What follows belongs to an exercise in optimizing a design on an open flow for small area; a production flow would make more cautious choices.
Function was checked by simulation only, so behaviour that the tests miss may differ from the original.
No activity file was given, so power comes from the tool's default toggle rates. No driver is modelled on the clock port, so clocking that relies on it looks cheaper here than on a real chip.

Setup of job 2924:
Design minhash_scheduler, start of the top module:
module minhash_scheduler #(
   parameter int NUM_HASH = minhash_pkg::NUM_HASH,
   parameter int COEF_W   = minhash_pkg::COEF_W
) (
   input  logic                          clk,
   input  logic                          rstN,
   input  logic                          start,
   input  logic                          coefWrEn,
   input  logic [4:0]                    coefWrAddr,
   input  logic [COEF_W-1:0]             coefWrA,
   input  logic [COEF_W-1:0]             coefWrB,
   output logic [COEF_W-1:0]             randA,
   output logic [COEF_W-1:0]             randB,
   output logic                          hashValid,
   input  logic                          dpReady,
   input  logic                          matchValid,
   input  logic                          matchBit,
   output logic                          busy,
   output logic                          done,
   output logic [minhash_pkg::SIM_W-1:0] jaccardSimilarity
);
Size in the first run: ~1,800 cells after synthesis, about 1,100 flip-flops, roughly 150 I/O pins, about 37,000 sq um of cells after synthesis.
==> flow/config.mk <==
export PLATFORM = sky130hd
export DESIGN_NAME = minhash_scheduler
export DESIGN_NICKNAME = minhash_scheduler
export VERILOG_FILES = /design/flow/design.v
export SDC_FILE = /design/flow/constraint.sdc
export NUM_CORES = 4
export LEC_CHECK = 0
export CAP_MARGIN = 20
export CORE_MARGIN = 2
export CORE_UTILIZATION = 40
export SLEW_MARGIN = 20
==> flow/constraint.sdc <==
create_clock -name core_clock -period 5.0 [get_ports {clk}]
set_input_delay 1.0000 -clock core_clock [delete_from_list [all_inputs] [get_ports {clk}]]
set_output_delay 1.0000 -clock core_clock [all_outputs]
set_load 0.01 [all_outputs]
standard.sh (not shown) runs the stock make flow with config.mk's settings and CLKGATE_MAP_FILE= SYNTH_SCRIPT=/design/flow/synth_recipe.tcl, a recipe that flattens the netlist after the stock synthesis.
==> flow/flow/run.sh <==
#!/bin/bash
# Standard layout with three changes:
#  - synthesis maps logic with an area-recovering ABC script (flow/area.abc)
#    instead of ORFS's speed script; everything else in the synthesis,
#    including synth_recipe.tcl's flatten and rename, is unchanged;
#  - the port buffers are the smallest buffer (sky130_fd_sc_hd__buf_1);
#  - the clock tree uses larger sink clusters without dummy loads.
set -euo pipefail
W=$(pwd)
sed 's#log_cmd abc {\*}$abc_args#log_cmd abc {*}[lreplace $abc_args 1 1 '"$W"'/flow/area.abc]#' \
  "$FLOW_HOME/scripts/synth.tcl" > "$W/flow_synth.tcl"
grep -q 'flow/area.abc' "$W/flow_synth.tcl"
sed "s#\$::env(SCRIPTS_DIR)/synth.tcl#$W/flow_synth.tcl#" synth_recipe.tcl > "$W/flow_synth_recipe.tcl"
grep -q 'flow_synth.tcl' "$W/flow_synth_recipe.tcl"
bash standard.sh \
  SYNTH_SCRIPT="$W/flow_synth_recipe.tcl" \
  BUFFER_PORTS_ARGS="-buffer_cell sky130_fd_sc_hd__buf_1" \
  CTS_ARGS="-sink_clustering_enable -repair_clock_nets -buf_list sky130_fd_sc_hd__clkbuf_16 -sink_clustering_size 30 -sink_clustering_max_diameter 100 -dont_use_dummy_load" \
  MATCH_CELL_FOOTPRINT=0 \
  finish > standard_flow.log 2>&1
==> flow/flow/area.abc <==
&get -n
&st
&syn2
&dch
&nf -R 1000
&put
Input-level comparison between job 8595 and job 2924:
diff --git a/flow/flow/run.sh b/flow/flow/run.sh
--- a/flow/flow/run.sh
+++ b/flow/flow/run.sh
@@ -18,3 +18,2 @@
   CTS_ARGS="-sink_clustering_enable -repair_clock_nets -buf_list sky130_fd_sc_hd__clkbuf_16 -sink_clustering_size 30 -sink_clustering_max_diameter 100 -dont_use_dummy_load" \
-  MATCH_CELL_FOOTPRINT=0 \
   finish > standard_flow.log 2>&1
Findings:
Job 2924 → job 8595: combinational power barely changed; sequential cell count barely changed. Re total power: no difference whatsoever between job 2924 and job 8595.
The following lists how job 4992 was set up differently from job 8595:
Settings: setting GPL_TIMING_DRIVEN to 0 for the first time.
## What came out
Run comparison: job 8595 destination of the critical timing path randB[29]; job 4992 destination of the critical timing path randA[2]
STATUS fmax: job 4992 loses against job 8595
Length of routed met2 wiring: job 4992 vs job 8595 up 5.9%
Job 4992 against job 8595: clock share of power decreased 0.3 points, smallest setup slack after layout decreased 0.22 ns, layout overhead on the synthesized area climbed 3.6 points.
Changes in job 5916 relative to job 4992:
Settings: an added PLACE_DENSITY of 0.8; an added GPL_ROUTABILITY_DRIVEN of 0; a deleted GPL_TIMING_DRIVEN that had been 0.
diff --git a/flow/flow/run.sh b/flow/flow/run.sh
--- a/flow/flow/run.sh
+++ b/flow/flow/run.sh
@@ -17,3 +17,3 @@
   BUFFER_PORTS_ARGS="-buffer_cell sky130_fd_sc_hd__buf_1" \
-  CTS_ARGS="-sink_clustering_enable -repair_clock_nets -buf_list sky130_fd_sc_hd__clkbuf_16 -sink_clustering_size 30 -sink_clustering_max_diameter 100 -dont_use_dummy_load" \
+  CTS_ARGS="-sink_clustering_enable -repair_clock_nets -buf_list sky130_fd_sc_hd__clkbuf_16 -sink_clustering_size 34 -sink_clustering_max_diameter 90 -dont_use_dummy_load" \
   finish > standard_flow.log 2>&1
Results
Having completed the whole flow, job 5916 delivered a layout that passed the timing, DRC and antenna checks.
Floorplan die height delta (job 5916 -> job 4992): insignificant
Job 5916: part of the cycle the worst path needs is 1.9 points lower than what job 4992 reported.
Diff job 4992 -> job 5916 | total length of routed met3 wires | up by more than 10%
Comparing job 4992 against job 5916, there is no change at all in area of the multi-input gates.
Global-route track usage on met1 for job 5916: 4.3 points down relative to job 4992
As of job 5916, number of placed instances with taps included had fallen slightly compared to job 4992.
Job 5916 ends up with lower global routing usage on met2 than job 4992 does.
Job 5916: clock power is about 3% lower than what job 4992 reported.
Of job 5916 and job 4992, it is job 5916 that has the lower part of the total power dissipated in the clock network.
What job 4400 does differently from job 5916 at the input level:
Settings: CORE_UTILIZATION: 40 -> 60; GPL_ROUTABILITY_DRIVEN: 0 -> unset.
### Flow results
Looking at total routed wire length on the met1 layer, job 4400 sits about 7% lower than job 5916 does. Pre-CTS worst setup slack: job 4400 vs job 5916 down 0.13 ns. Routed wire length, job 5916 and job 4400: lower on job 4400. [diff] final critical-path required period, job 4400 relative to job 5916: regression. The final reports for job 4400 and job 5916 show upper clock frequency limit lower in the former. Against job 5916 as the reference, job 4400 delivers a higher areal power density over the cells. Clock power (job 4400 over job 5916): decrease, about 2%.

port drivers added, routing unchanged:
In the flow no input, the clock included, has a driving cell. The finished layouts below were timed again as built, in two steps.
Step 1, drivers: a clkbuf_16 drives clk and a buf_2 each remaining input, both assumed.
Step 2 times the ports against the registers' clock, not the clock port: input delays grow and output delays shrink by t, the midpoint of the rising clock arrivals with the driver on.
Slacks: ideal ports / drivers / drivers and shift; pairs: ideal ports / drivers.
| run | shift t [ns] | slack for setup (ns) | hold slack, ns | worst setup path after step 2 | worst slew at a driven data input, ns |
|---|---|---|---|---|---|
| job 2924 | 0.650 | 0.776 / 0.712 / 1.362 | 0.492 / 0.492 / 0.492 | register to output | 0.13 |
| job 8595 | 0.650 | 0.776 / 0.712 / 1.362 | 0.492 / 0.492 / 0.492 | register to output | 0.13 |
| job 4992 | 0.660 | 0.556 / 0.491 / 1.152 | 0.492 / 0.492 / 0.492 | register to output | 0.13 |
| job 5916 | 0.631 | 0.651 / 0.589 / 1.220 | 0.488 / 0.488 / 0.488 | register to output | 0.15 |
| job 4400 | 0.644 | 0.465 / 0.404 / 1.048 | 0.487 / 0.487 / 0.487 | register to output | 0.11 |
After both steps setup and hold are still met in every run listed.
